Background: an optimization exercise with open tools, aiming at small area and a short achievable clock period. Do not read the settings as production practice. Function was checked by simulation only, so behaviour that the tests miss may differ from the original. Power and IR drop assume default switching activity.

<file path="design/flow/run.sh">
#!/bin/bash
# synth_recipe.tcl (not shown) runs the flow's synth.tcl, then flattens the netlist and writes it again
# the make line also repeats each setting of config.mk as NAME=value (left out here)
make -C /OpenROAD-flow-scripts/flow DESIGN_CONFIG=/design/flow/config.mk WORK_HOME=/design/flow/orfs CLKGATE_MAP_FILE= SYNTH_SCRIPT=/design/flow/synth_recipe.tcl finish
</file>
<file path="design/flow/config.mk">
export PLATFORM = sky130hd
export DESIGN_NAME = id_stage
export DESIGN_NICKNAME = id_stage
export VERILOG_FILES = /design/flow/design.v
export SDC_FILE = /design/flow/constraint.sdc
export NUM_CORES = 4
export LEC_CHECK = 0
export ABC_CLOCK_PERIOD_IN_PS = 10000
export CAP_MARGIN = 20
export CORE_MARGIN = 2
export CORE_UTILIZATION = 40
export SETUP_SLACK_MARGIN = 0.3
export SLEW_MARGIN = 20
</file>
<file path="design/flow/constraint.sdc">
create_clock -name core_clock -period 12.0 [get_ports {clk}]
set_input_delay 2.4000 -clock core_clock [delete_from_list [all_inputs] [get_ports {clk}]]
set_output_delay 2.4000 -clock core_clock [all_outputs]
set_load 0.01 [all_outputs]
</file>
<file path="design/flow/design.v">
package la_id_pkg;
    localparam int XLEN   = 32;
    localparam int REG_AW = 5;
    typedef logic [REG_AW-1:0] reg_addr_t;
    typedef logic [XLEN-1:0]   word_t;
    localparam reg_addr_t LINK_REG = 5'd1;    
    typedef enum logic [2:0] {
        ALUSEL_NOP = 3'd0, ALUSEL_LOGIC, ALUSEL_ARITH, ALUSEL_SHIFT, ALUSEL_BRANCH
    } alusel_t;
    typedef enum logic [5:0] {
        ALUOP_NOP = 6'd0,
        ALUOP_ORI, ALUOP_ANDI, ALUOP_XORI, ALUOP_ADDI_W, ALUOP_SLTI, ALUOP_SLTUI,
        ALUOP_SLLI_W, ALUOP_SRLI_W, ALUOP_SRAI_W, ALUOP_LU12I_W,
        ALUOP_AND, ALUOP_OR, ALUOP_NOR, ALUOP_XOR, ALUOP_ADD_W, ALUOP_SUB_W,
        ALUOP_SLT, ALUOP_SLTU, ALUOP_SLL_W, ALUOP_SRL_W, ALUOP_SRA_W,
        ALUOP_B, ALUOP_BL, ALUOP_JIRL, ALUOP_BEQ, ALUOP_BNE, ALUOP_BLT, ALUOP_BGE,
        ALUOP_BLTU, ALUOP_BGEU
    } aluop_t;
    typedef struct packed {
        logic [16:0] opcode;
        reg_addr_t   rk;        
        reg_addr_t   rj;
        reg_addr_t   rd;
    } inst_r3_t;
    typedef struct packed {
        logic [9:0]  opcode;
        logic [11:0] imm12;
        reg_addr_t   rj;
        reg_addr_t   rd;
    } inst_ri12_t;
    typedef struct packed {
        logic [5:0]  opcode;
        logic [15:0] offs16;
        reg_addr_t   rj;        
        reg_addr_t   rd;
    } inst_ri16_t;
    typedef struct packed {
        logic [6:0]  opcode;
        logic [19:0] si20;
        reg_addr_t   rd;
    } inst_ri20_t;
    typedef union packed {
        inst_r3_t   r3;
        inst_ri12_t ri12;
        inst_ri16_t ri16;
        inst_ri20_t ri20;
    } inst_t;
    localparam logic [16:0] OPC_ADD_W  = 17'h00020;
    localparam logic [16:0] OPC_SUB_W  = 17'h00022;
    localparam logic [16:0] OPC_SLT    = 17'h00024;
    localparam logic [16:0] OPC_SLTU   = 17'h00025;
    localparam logic [16:0] OPC_NOR    = 17'h00028;
    localparam logic [16:0] OPC_AND    = 17'h00029;
    localparam logic [16:0] OPC_OR     = 17'h0002a;
    localparam logic [16:0] OPC_XOR    = 17'h0002b;
    localparam logic [16:0] OPC_SLL_W  = 17'h0002e;
    localparam logic [16:0] OPC_SRL_W  = 17'h0002f;
    localparam logic [16:0] OPC_SRA_W  = 17'h00030;
    localparam logic [16:0] OPC_SLLI_W = 17'h00081;
    localparam logic [16:0] OPC_SRLI_W = 17'h00089;
    localparam logic [16:0] OPC_SRAI_W = 17'h00091;
    localparam logic [9:0] OPC_SLTI   = 10'h008;
    localparam logic [9:0] OPC_SLTUI  = 10'h009;
    localparam logic [9:0] OPC_ADDI_W = 10'h00a;
    localparam logic [9:0] OPC_ANDI   = 10'h00d;
    localparam logic [9:0] OPC_ORI    = 10'h00e;
    localparam logic [9:0] OPC_XORI   = 10'h00f;
    localparam logic [6:0] OPC_LU12I_W = 7'h0a;
    localparam logic [5:0] OPC_JIRL = 6'h13;
    localparam logic [5:0] OPC_B    = 6'h14;
    localparam logic [5:0] OPC_BL   = 6'h15;
    localparam logic [5:0] OPC_BEQ  = 6'h16;
    localparam logic [5:0] OPC_BNE  = 6'h17;
    localparam logic [5:0] OPC_BLT  = 6'h18;
    localparam logic [5:0] OPC_BGE  = 6'h19;
    localparam logic [5:0] OPC_BLTU = 6'h1a;
    localparam logic [5:0] OPC_BGEU = 6'h1b;
endpackage
module regfile (
    input  logic                clk,
    input  logic                reset_i,
    input  logic                we_i,
    input  la_id_pkg::reg_addr_t waddr_i,
    input  la_id_pkg::word_t    wdata_i,
    input  la_id_pkg::reg_addr_t raddr1_i,
    input  la_id_pkg::reg_addr_t raddr2_i,
    output la_id_pkg::word_t    rdata1_o,
    output la_id_pkg::word_t    rdata2_o
);
    la_id_pkg::word_t regs [0:31];
    always_ff @(posedge clk) begin
        if (reset_i) begin
            for (int i = 0; i < 32; i++) begin
                regs[i] <= '0;
            end
        end else if (we_i && (waddr_i != '0)) begin
            regs[waddr_i] <= wdata_i;
        end
    end
    assign rdata1_o = regs[raddr1_i];
    assign rdata2_o = regs[raddr2_i];
endmodule
module inst_decoder (
    input  la_id_pkg::inst_t     inst_i,
    output la_id_pkg::reg_addr_t raddr1_o,
    output la_id_pkg::reg_addr_t raddr2_o,
    output logic                 re1_o,
    output logic                 re2_o,
    output logic                 use_imm_o,
    output la_id_pkg::word_t     imm_o,
    output la_id_pkg::reg_addr_t waddr_o,
    output logic                 we_o,
    output la_id_pkg::alusel_t   alusel_o,
    output la_id_pkg::aluop_t    aluop_o,
    output logic                 illegal_o
);
    la_id_pkg::word_t imm_si12, imm_ui12, imm_off16, imm_off26;
    assign imm_si12  = {{20{inst_i.ri12.imm12[11]}}, inst_i.ri12.imm12};
    assign imm_ui12  = {20'b0, inst_i.ri12.imm12};
    assign imm_off16 = {{14{inst_i.ri16.offs16[15]}}, inst_i.ri16.offs16, 2'b00};
    assign imm_off26 = {{4{inst_i.ri16.rj[4]}}, inst_i.ri16.rj, inst_i.ri16.rd,
                        inst_i.ri16.offs16, 2'b00};    
    always_comb begin
        aluop_o = la_id_pkg::ALUOP_NOP;
        case (inst_i.ri16.opcode)
            la_id_pkg::OPC_JIRL: aluop_o = la_id_pkg::ALUOP_JIRL;
            la_id_pkg::OPC_B:    aluop_o = la_id_pkg::ALUOP_B;
            la_id_pkg::OPC_BL:   aluop_o = la_id_pkg::ALUOP_BL;
            la_id_pkg::OPC_BEQ:  aluop_o = la_id_pkg::ALUOP_BEQ;
            la_id_pkg::OPC_BNE:  aluop_o = la_id_pkg::ALUOP_BNE;
            la_id_pkg::OPC_BLT:  aluop_o = la_id_pkg::ALUOP_BLT;
            la_id_pkg::OPC_BGE:  aluop_o = la_id_pkg::ALUOP_BGE;
            la_id_pkg::OPC_BLTU: aluop_o = la_id_pkg::ALUOP_BLTU;
            la_id_pkg::OPC_BGEU: aluop_o = la_id_pkg::ALUOP_BGEU;
            default:  ;
        endcase
        if (aluop_o == la_id_pkg::ALUOP_NOP && inst_i.ri20.opcode == la_id_pkg::OPC_LU12I_W) begin
            aluop_o = la_id_pkg::ALUOP_LU12I_W;
        end
        if (aluop_o == la_id_pkg::ALUOP_NOP) begin
            case (inst_i.ri12.opcode)
                la_id_pkg::OPC_ORI:    aluop_o = la_id_pkg::ALUOP_ORI;
                la_id_pkg::OPC_ANDI:   aluop_o = la_id_pkg::ALUOP_ANDI;
                la_id_pkg::OPC_XORI:   aluop_o = la_id_pkg::ALUOP_XORI;
                la_id_pkg::OPC_ADDI_W: aluop_o = la_id_pkg::ALUOP_ADDI_W;
                la_id_pkg::OPC_SLTI:   aluop_o = la_id_pkg::ALUOP_SLTI;
                la_id_pkg::OPC_SLTUI:  aluop_o = la_id_pkg::ALUOP_SLTUI;
                default:    ;
            endcase
        end
        if (aluop_o == la_id_pkg::ALUOP_NOP) begin
            case (inst_i.r3.opcode)
                la_id_pkg::OPC_AND:    aluop_o = la_id_pkg::ALUOP_AND;
                la_id_pkg::OPC_OR:     aluop_o = la_id_pkg::ALUOP_OR;
                la_id_pkg::OPC_NOR:    aluop_o = la_id_pkg::ALUOP_NOR;
                la_id_pkg::OPC_XOR:    aluop_o = la_id_pkg::ALUOP_XOR;
                la_id_pkg::OPC_ADD_W:  aluop_o = la_id_pkg::ALUOP_ADD_W;
                la_id_pkg::OPC_SUB_W:  aluop_o = la_id_pkg::ALUOP_SUB_W;
                la_id_pkg::OPC_SLT:    aluop_o = la_id_pkg::ALUOP_SLT;
                la_id_pkg::OPC_SLTU:   aluop_o = la_id_pkg::ALUOP_SLTU;
                la_id_pkg::OPC_SLL_W:  aluop_o = la_id_pkg::ALUOP_SLL_W;
                la_id_pkg::OPC_SRL_W:  aluop_o = la_id_pkg::ALUOP_SRL_W;
                la_id_pkg::OPC_SRA_W:  aluop_o = la_id_pkg::ALUOP_SRA_W;
                la_id_pkg::OPC_SLLI_W: aluop_o = la_id_pkg::ALUOP_SLLI_W;
                la_id_pkg::OPC_SRLI_W: aluop_o = la_id_pkg::ALUOP_SRLI_W;
                la_id_pkg::OPC_SRAI_W: aluop_o = la_id_pkg::ALUOP_SRAI_W;
                default:    ;
            endcase
        end
    end
    always_comb begin
        raddr1_o  = inst_i.r3.rj;
        raddr2_o  = inst_i.r3.rk;
        re1_o     = 1'b0;
        re2_o     = 1'b0;
        use_imm_o = 1'b0;
        imm_o     = '0;
        waddr_o   = inst_i.r3.rd;
        we_o      = 1'b0;
        alusel_o  = la_id_pkg::ALUSEL_NOP;
        illegal_o = (aluop_o == la_id_pkg::ALUOP_NOP);
        case (aluop_o)
            la_id_pkg::ALUOP_ORI, la_id_pkg::ALUOP_ANDI, la_id_pkg::ALUOP_XORI: begin
                {re1_o, use_imm_o, we_o} = 3'b111;
                imm_o    = imm_ui12;
                alusel_o = la_id_pkg::ALUSEL_LOGIC;
            end
            la_id_pkg::ALUOP_ADDI_W, la_id_pkg::ALUOP_SLTI, la_id_pkg::ALUOP_SLTUI: begin
                {re1_o, use_imm_o, we_o} = 3'b111;
                imm_o    = imm_si12;
                alusel_o = la_id_pkg::ALUSEL_ARITH;
            end
            la_id_pkg::ALUOP_SLLI_W, la_id_pkg::ALUOP_SRLI_W, la_id_pkg::ALUOP_SRAI_W: begin
                {re1_o, use_imm_o, we_o} = 3'b111;
                imm_o    = {27'b0, inst_i.r3.rk};    
                alusel_o = la_id_pkg::ALUSEL_SHIFT;
            end
            la_id_pkg::ALUOP_LU12I_W: begin
                {re1_o, use_imm_o, we_o} = 3'b111;
                raddr1_o = '0;                       
                imm_o    = {inst_i.ri20.si20, 12'b0};
                alusel_o = la_id_pkg::ALUSEL_LOGIC;
            end
            la_id_pkg::ALUOP_AND, la_id_pkg::ALUOP_OR, la_id_pkg::ALUOP_NOR, la_id_pkg::ALUOP_XOR: begin
                {re1_o, re2_o, we_o} = 3'b111;
                alusel_o = la_id_pkg::ALUSEL_LOGIC;
            end
            la_id_pkg::ALUOP_ADD_W, la_id_pkg::ALUOP_SUB_W, la_id_pkg::ALUOP_SLT, la_id_pkg::ALUOP_SLTU: begin
                {re1_o, re2_o, we_o} = 3'b111;
                alusel_o = la_id_pkg::ALUSEL_ARITH;
            end
            la_id_pkg::ALUOP_SLL_W, la_id_pkg::ALUOP_SRL_W, la_id_pkg::ALUOP_SRA_W: begin
                {re1_o, re2_o, we_o} = 3'b111;
                alusel_o = la_id_pkg::ALUSEL_SHIFT;
            end
            la_id_pkg::ALUOP_B, la_id_pkg::ALUOP_BL: begin
                use_imm_o = 1'b1;
                imm_o     = imm_off26;
                we_o      = (aluop_o == la_id_pkg::ALUOP_BL);
                waddr_o   = la_id_pkg::LINK_REG;
                alusel_o  = la_id_pkg::ALUSEL_BRANCH;
            end
            default: begin                           
                re1_o    = ~illegal_o;
                re2_o    = ~illegal_o;
                raddr2_o = inst_i.ri16.rd;
                imm_o    = imm_off16;
                we_o     = (aluop_o == la_id_pkg::ALUOP_JIRL);
                alusel_o = illegal_o ? la_id_pkg::ALUSEL_NOP : la_id_pkg::ALUSEL_BRANCH;
            end
        endcase
        if (!we_o) begin
            waddr_o = '0;
        end
    end
endmodule
module operand_bypass (
    input  logic                 re1_i,
    input  logic                 re2_i,
    input  la_id_pkg::reg_addr_t raddr1_i,
    input  la_id_pkg::reg_addr_t raddr2_i,
    input  la_id_pkg::word_t     rdata1_i,
    input  la_id_pkg::word_t     rdata2_i,
    input  logic                 use_imm_i,
    input  la_id_pkg::word_t     imm_i,
    input  logic                 ex_we_i,
    input  la_id_pkg::reg_addr_t ex_waddr_i,
    input  la_id_pkg::word_t     ex_wdata_i,
    input  logic                 mem_we_i,
    input  la_id_pkg::reg_addr_t mem_waddr_i,
    input  la_id_pkg::word_t     mem_wdata_i,
    output la_id_pkg::word_t     opa_o,
    output la_id_pkg::word_t     opb_o
);
    function automatic logic [31:0] pick(input logic re, input la_id_pkg::reg_addr_t addr, input la_id_pkg::word_t file_val);
        if (!re) begin
            pick = '0;
        end else if (addr == '0) begin
            pick = '0;                               
        end else if (ex_we_i && ex_waddr_i == addr) begin
            pick = ex_wdata_i;
        end else if (mem_we_i && mem_waddr_i == addr) begin
            pick = mem_wdata_i;
        end else begin
            pick = file_val;
        end
    endfunction
    always_comb begin
        opa_o = pick(re1_i, raddr1_i, rdata1_i);
        opb_o = use_imm_i ? imm_i : pick(re2_i, raddr2_i, rdata2_i);
    end
endmodule
module branch_unit (
    input  logic                valid_i,
    input  la_id_pkg::word_t    pc_i,
    input  la_id_pkg::aluop_t   aluop_i,
    input  la_id_pkg::word_t    opa_i,
    input  la_id_pkg::word_t    opb_i,
    input  la_id_pkg::word_t    imm_i,
    output logic                taken_o,
    output la_id_pkg::word_t    target_o,
    output la_id_pkg::word_t    link_addr_o
);
    logic  cond;
    logic  is_link;
    la_id_pkg::word_t base;
    always_comb begin
        case (aluop_i)
            la_id_pkg::ALUOP_B, la_id_pkg::ALUOP_BL, la_id_pkg::ALUOP_JIRL: cond = 1'b1;
            la_id_pkg::ALUOP_BEQ:  cond = (opa_i == opb_i);
            la_id_pkg::ALUOP_BNE:  cond = (opa_i != opb_i);
            la_id_pkg::ALUOP_BLT:  cond = ($signed(opa_i) <  $signed(opb_i));
            la_id_pkg::ALUOP_BGE:  cond = ($signed(opa_i) >= $signed(opb_i));
            la_id_pkg::ALUOP_BLTU: cond = (opa_i <  opb_i);
            la_id_pkg::ALUOP_BGEU: cond = (opa_i >= opb_i);
            default:    cond = 1'b0;
        endcase
    end
    assign is_link = (aluop_i == la_id_pkg::ALUOP_BL) || (aluop_i == la_id_pkg::ALUOP_JIRL);
    assign base    = (aluop_i == la_id_pkg::ALUOP_JIRL) ? opa_i : pc_i;
    assign taken_o     = valid_i & cond;
    assign target_o    = base + imm_i;
    assign link_addr_o = is_link ? pc_i + 32'd4 : '0;    
endmodule
module id_ex_reg (
    input  logic                 clk,
    input  logic                 reset_i,
    input  logic                 valid_i,
    input  la_id_pkg::alusel_t   alusel_i,
    input  la_id_pkg::aluop_t    aluop_i,
    input  la_id_pkg::word_t     opa_i,
    input  la_id_pkg::word_t     opb_i,
    input  la_id_pkg::reg_addr_t waddr_i,
    input  logic                 we_i,
    input  la_id_pkg::word_t     link_addr_i,
    input  logic                 illegal_i,
    output logic                 valid_o,
    output la_id_pkg::alusel_t   alusel_o,
    output la_id_pkg::aluop_t    aluop_o,
    output la_id_pkg::word_t     opa_o,
    output la_id_pkg::word_t     opb_o,
    output la_id_pkg::reg_addr_t waddr_o,
    output logic                 we_o,
    output la_id_pkg::word_t     link_addr_o,
    output logic                 illegal_o
);
    always_ff @(posedge clk) begin
        if (reset_i || !valid_i) begin           
            valid_o   <= 1'b0;
            we_o      <= 1'b0;
            illegal_o <= 1'b0;
            alusel_o  <= la_id_pkg::ALUSEL_NOP;
            aluop_o   <= la_id_pkg::ALUOP_NOP;
        end else begin
            valid_o   <= 1'b1;
            we_o      <= we_i;
            illegal_o <= illegal_i;
            alusel_o  <= alusel_i;
            aluop_o   <= aluop_i;
        end
    end
    always_ff @(posedge clk) begin
        opa_o       <= opa_i;
        opb_o       <= opb_i;
        waddr_o     <= waddr_i;
        link_addr_o <= link_addr_i;
    end
endmodule
module id_stage (
    input  logic                 clk,
    input  logic                 reset_i,
    input  logic                 valid_i,
    input  la_id_pkg::word_t     pc_i,
    input  la_id_pkg::inst_t     inst_i,
    input  logic                 ex_we_i,
    input  la_id_pkg::reg_addr_t ex_waddr_i,
    input  la_id_pkg::word_t     ex_wdata_i,
    input  logic                 mem_we_i,
    input  la_id_pkg::reg_addr_t mem_waddr_i,
    input  la_id_pkg::word_t     mem_wdata_i,
    input  logic                 wb_we_i,
    input  la_id_pkg::reg_addr_t wb_waddr_i,
    input  la_id_pkg::word_t     wb_wdata_i,
    output logic                 ex_valid_o,
    output la_id_pkg::alusel_t   ex_alusel_o,
    output la_id_pkg::aluop_t    ex_aluop_o,
    output la_id_pkg::word_t     ex_opa_o,
    output la_id_pkg::word_t     ex_opb_o,
    output la_id_pkg::reg_addr_t ex_waddr_o,
    output logic                 ex_we_o,
    output la_id_pkg::word_t     ex_link_addr_o,
    output logic                 ex_illegal_o,
    output logic                 branch_taken_o,
    output la_id_pkg::word_t     branch_target_o
);
    la_id_pkg::reg_addr_t raddr1, raddr2, waddr;
    logic      re1, re2, use_imm, we, illegal;
    la_id_pkg::word_t     rdata1, rdata2, imm, opa, opb, link_addr;
    la_id_pkg::alusel_t   alusel;
    la_id_pkg::aluop_t    aluop;
    regfile u_regfile (
        .clk(clk), .reset_i(reset_i),
        .we_i(wb_we_i), .waddr_i(wb_waddr_i), .wdata_i(wb_wdata_i),
        .raddr1_i(raddr1), .raddr2_i(raddr2),
        .rdata1_o(rdata1), .rdata2_o(rdata2)
    );
    inst_decoder u_decoder (
        .inst_i(inst_i),
        .raddr1_o(raddr1), .raddr2_o(raddr2), .re1_o(re1), .re2_o(re2),
        .use_imm_o(use_imm), .imm_o(imm), .waddr_o(waddr), .we_o(we),
        .alusel_o(alusel), .aluop_o(aluop), .illegal_o(illegal)
    );
    operand_bypass u_bypass (
        .re1_i(re1), .re2_i(re2), .raddr1_i(raddr1), .raddr2_i(raddr2),
        .rdata1_i(rdata1), .rdata2_i(rdata2), .use_imm_i(use_imm), .imm_i(imm),
        .ex_we_i(ex_we_i), .ex_waddr_i(ex_waddr_i), .ex_wdata_i(ex_wdata_i),
        .mem_we_i(mem_we_i), .mem_waddr_i(mem_waddr_i), .mem_wdata_i(mem_wdata_i),
        .opa_o(opa), .opb_o(opb)
    );
    branch_unit u_branch (
        .valid_i(valid_i), .pc_i(pc_i), .aluop_i(aluop),
        .opa_i(opa), .opb_i(opb), .imm_i(imm),
        .taken_o(branch_taken_o), .target_o(branch_target_o), .link_addr_o(link_addr)
    );
    id_ex_reg u_id_ex (
        .clk(clk), .reset_i(reset_i), .valid_i(valid_i),
        .alusel_i(alusel), .aluop_i(aluop), .opa_i(opa), .opb_i(opb),
        .waddr_i(waddr), .we_i(we), .link_addr_i(link_addr), .illegal_i(illegal),
        .valid_o(ex_valid_o), .alusel_o(ex_alusel_o), .aluop_o(ex_aluop_o),
        .opa_o(ex_opa_o), .opb_o(ex_opb_o), .waddr_o(ex_waddr_o), .we_o(ex_we_o),
        .link_addr_o(ex_link_addr_o), .illegal_o(ex_illegal_o)
    );
endmodule
</file>
==> key figures <==
Outcome
  • Outcome: complete, no violations

Clocking
  • Hold buffers post-CTS: 0
  • Clock transition at the registers of the reported paths: around 0.060 ns
  • H-tree depth: 4
  • CTS buffer count: ~130
  • CTS root buffer: clkbuf_16
  • Clock Tree Buf Depth: 3
  • Skew-Pair Late Insertion Delay: about 0.80 ns
  • CTS tree: yes
  • CTS Sinks: ~1.1k

Layout
  • Area grow syn2layout: 26.1%
  • Most common cell after layout, fill and taps aside: edfxtp_1
  • Nets@finish: 7,615
  • Share of cells above drive strength 1: a little under a fifth
  • Most frequent cells in the layout: 1,024 x edfxtp_1, 1,002 x and2_1, 701 x buf_4
  • Final Cell Area: 83,100 um^2

Worst hold path
  • Hold endpoint: u_id_ex.opb_o[17]
  • Worst hold path depth: 5
  • Hold path start: u_regfile.regs[4][17]
  • Worst Hold Class: flip-flop to flip-flop

Yosys
  • Ys Warns: 5
  • Avg Cell Area, Syn: just under 10 um^2
  • Top-area cell type share of the netlist area: between 40% and 50%
  • Async SR Flop Fraction: 0%
  • Post-Syn Instances: approximately 6.6k
  • Synth area leader: edfxtp_1
  • Synth unique cells: 94
  • Number of synthesized register bits: between 1k and 1.5k
  • Top_reg_cell synth: edfxtp_1
  • Sequential cell area fraction in the yosys report: approximately 50%
  • Cell Area, Synth: 65,900 um^2
  • EDFF count, synth: approximately 1.0k
  • Synth area leaders: edfxtp_1 47%, and2_1 9.5%, mux2i_1 6.1%

STA
  • Post-route clock period utilization: between 90 and 100%
  • RSZ-0062 raised after global routing: false
  • Worst Slack Setup Final: between 0.4 and 0.5 ns
  • Worst Max-Slew Pin Slew: approximately 1.1 ns
  • Max Slew Vio Count: 0
  • Min Tclk post-route: 11.54 ns
  • Slew margin rel.: between 20% and 30%
  • Worst hold slack: around 1.0 ns
  • Fmax: around 87 MHz
  • Setup-violating endpoint count in the final report: 0
  • Clk_skew: ~0.023 ns
  • Final Hold Viols: 0

Critical path
  • Req. time, crit path: between 9 and 10 ns
  • Startpoint types: input port
  • R2R depth: 11
  • Reg-to-reg setup timing slack: 9.00 ns
  • Setup CP Type: input port to output pin
  • FF-to-FF End: u_id_ex.opa_o[21]
  • WP data arrival: roughly 9.1 ns
  • Most frequent CP cell: buf_4
  • Worst path slowest cell: or4_4
  • FF-to-FF Start: u_regfile.regs[25][21]
  • Largest stage delay on the critical path: 0.56 ns
  • Crit. End Element: output pin
  • CP max FO: 12

Route
  • WL final: roughly 300,000 um
  • # DRC: 0
  • ANT nets after route: 0
  • 1st-pass router iterations: 7
  • Iter 0 DRT Violations: between 8k and 9k
  • Vias: ~59k
  • Vias/cell: 6.15
  • Drt wl/cell: just over 30 um

Global routing
  • Initial antenna violation count: 31
  • Pin count of the biggest net entering global routing: between 70 and 80
  • GRT Residual Overflow: 0
  • Number of global-route vias before repair: 56.4k
  • Total GRT Usage: about 34%
  • First-pass GRT wire length: around 420,000 um

Place
  • Post-DP HPWL: about 200,000 um
  • DP Worst Slack: -1.08 ns
  • Buffers added on ports: 325
  • Placed cell area: between 70,000 and 80,000 um^2
  • GPL Wtd Cong: about 1

Floorplan
  • Initial Util: 40.4%
  • Core ar.: ~160,000 um^2
  • # rows: 148
  • Die height: around 410 um
  • Die width: between 400 and 500 um
  • Die area: 168,000 um^2
  • IO Pins: 327

Run
  • Max_cap viols: 0

Power and ir drop
  • Leak: 0.0314 uW
  • Total power per unit cell area: about 140 nW/um^2
  • Peak VDD IR: around 96 uV
power breakdown:
part           internal [uW]  leakage (uW)  switching [uW]
Sequential              4540        0.0107             130
Clock                   2340       0.00208            1730
Combinational           1040        0.0186            1500
Total                   7920        0.0314            3350
synthesized netlist by cell type (43+ instances only):
| cell type | number |
|---|---|
| edfxtp_1 | 1024 |
| and2_1 | 1002 |
| nand2_1 | 665 |
| clkbuf_1 | 505 |
| mux2i_1 | 403 |
| nor2_1 | 361 |
| a21oi_1 | 286 |
| nand3_1 | 277 |
| o21ai_0 | 198 |
| a211oi_1 | 197 |
| a31oi_1 | 169 |
| o22ai_1 | 147 |
| nor3_1 | 142 |
| nor2b_1 | 139 |
| dfxtp_1 | 112 |
| buf_2 | 78 |
| a221oi_1 | 70 |
| ha_1 | 68 |
| nand4_1 | 53 |
| or3_1 | 52 |
| xnor2_1 | 50 |
| a32o_1 | 43 |
worst max path at each step:
stage                from              to  cells past startpoint
2_1_floorplan  inst_i[26]  branch_taken_o                     33
3_3_place_gp   inst_i[26]  branch_taken_o                     35
3_5_place_dp   inst_i[26]  branch_taken_o                     34
4_1_cts        inst_i[15]  branch_taken_o                     40
5_1_grt        inst_i[23]  branch_taken_o                     36
6_report       inst_i[23]  branch_taken_o                     35
layer usage:
layer	up-vias	global-route usage [%]	share of wire (%)
met1	28800	43.6	38
li1	25600	-	-
met4	10	19.1	6.2
met5	-	0	0.022
met3	862	8.95	11
met2	4152	53.5	45
cell families (layout without fill, tap and decap cells):
family	after synthesis	count (layout)	share of synthesized area [%]
simple gates	2871	2871	22.9
compound gates	1388	1389	14.0
flops	1136	1136	50.1
buf+inv	670	1458	4.12
mux	427	427	6.53
xor+xnor	84	84	1.14
fa+ha+maj	69	69	1.32
other cells	1	47	0.00569
critical path: cells and delay by family:
| kind | cells | cell delay [ns] |
|---|---|---|
| buffers and inverters | 10 | 1.98 |
| adders and majority gates | 1 | 0.22 |
| and+or+nand+nor | 6 | 1.19 |
| muxes | 1 | 0.21 |
| AOI/OAI and AO/OA | 17 | 3.12 |
state kept, by name, summed over array words and instances (netlist names):
signal               flops
u_id_ex.aluop_o          5
u_id_ex.alusel_o         3
u_id_ex.illegal_o        1
u_id_ex.link_addr_o     32
u_id_ex.opa_o           32
u_id_ex.opb_o           32
u_id_ex.valid_o          1
u_id_ex.waddr_o          5
u_id_ex.we_o             1
u_regfile.regs        1024
area by class of cell:
type,count,area (um^2)
diodes,14,35.0
clock buffers,164,3580
clock inverters,72,674
fillers,14500,80000
inverters,30,113
multi-input cells,4873,31600
flip-flops and latches,1136,33000
well taps,2175,2720
repair buffers,1192,11400
metrics by stage:
step	total power [uW]	std cells	util, %	TNS, ns
final	11300	9656	50.9	0
after global placement	7040	9297	46.8	-3.47
after global routing	11600	9647	50.9	0
after detailed placement	7060	9297	46.8	-3.83
after floorplan	5780	6678	-	0
after CTS	11100	9571	50.1	0
what timing repair did:
action                     4_1_cts  5_1_grt
pin swaps                       30       73
gates cloned                     5        8
setup endpoints to repair       17       13
setup buffers                   33       63
gates resized for setup        178      179

-- port drivers added, routing unchanged --
In the flow no input, the clock included, has a driving cell. The finished layout below was timed again as built, in two steps. Step 1: set_driving_cell puts a clkbuf_16 on clk and a buf_2 on each other input, an assumption about the parent block. Step 2, shift: input delay + t, output delay - t, t = (earliest + latest rising clock arrival at the registers) / 2. This alone moves slack from input paths to output paths. a / b / c = no drivers / after step 1 / after step 2; a / b = the first two.
t, ns: 0.864
setup slack, ns: 0.456 / 0.431 / 0.431
hold WS [ns]: 1.034 / 1.034 / 1.034
After both steps setup and hold are still met in this run. The setup slack of this run moves by -0.025 ns with the drivers and by -0.025 ns with both steps.
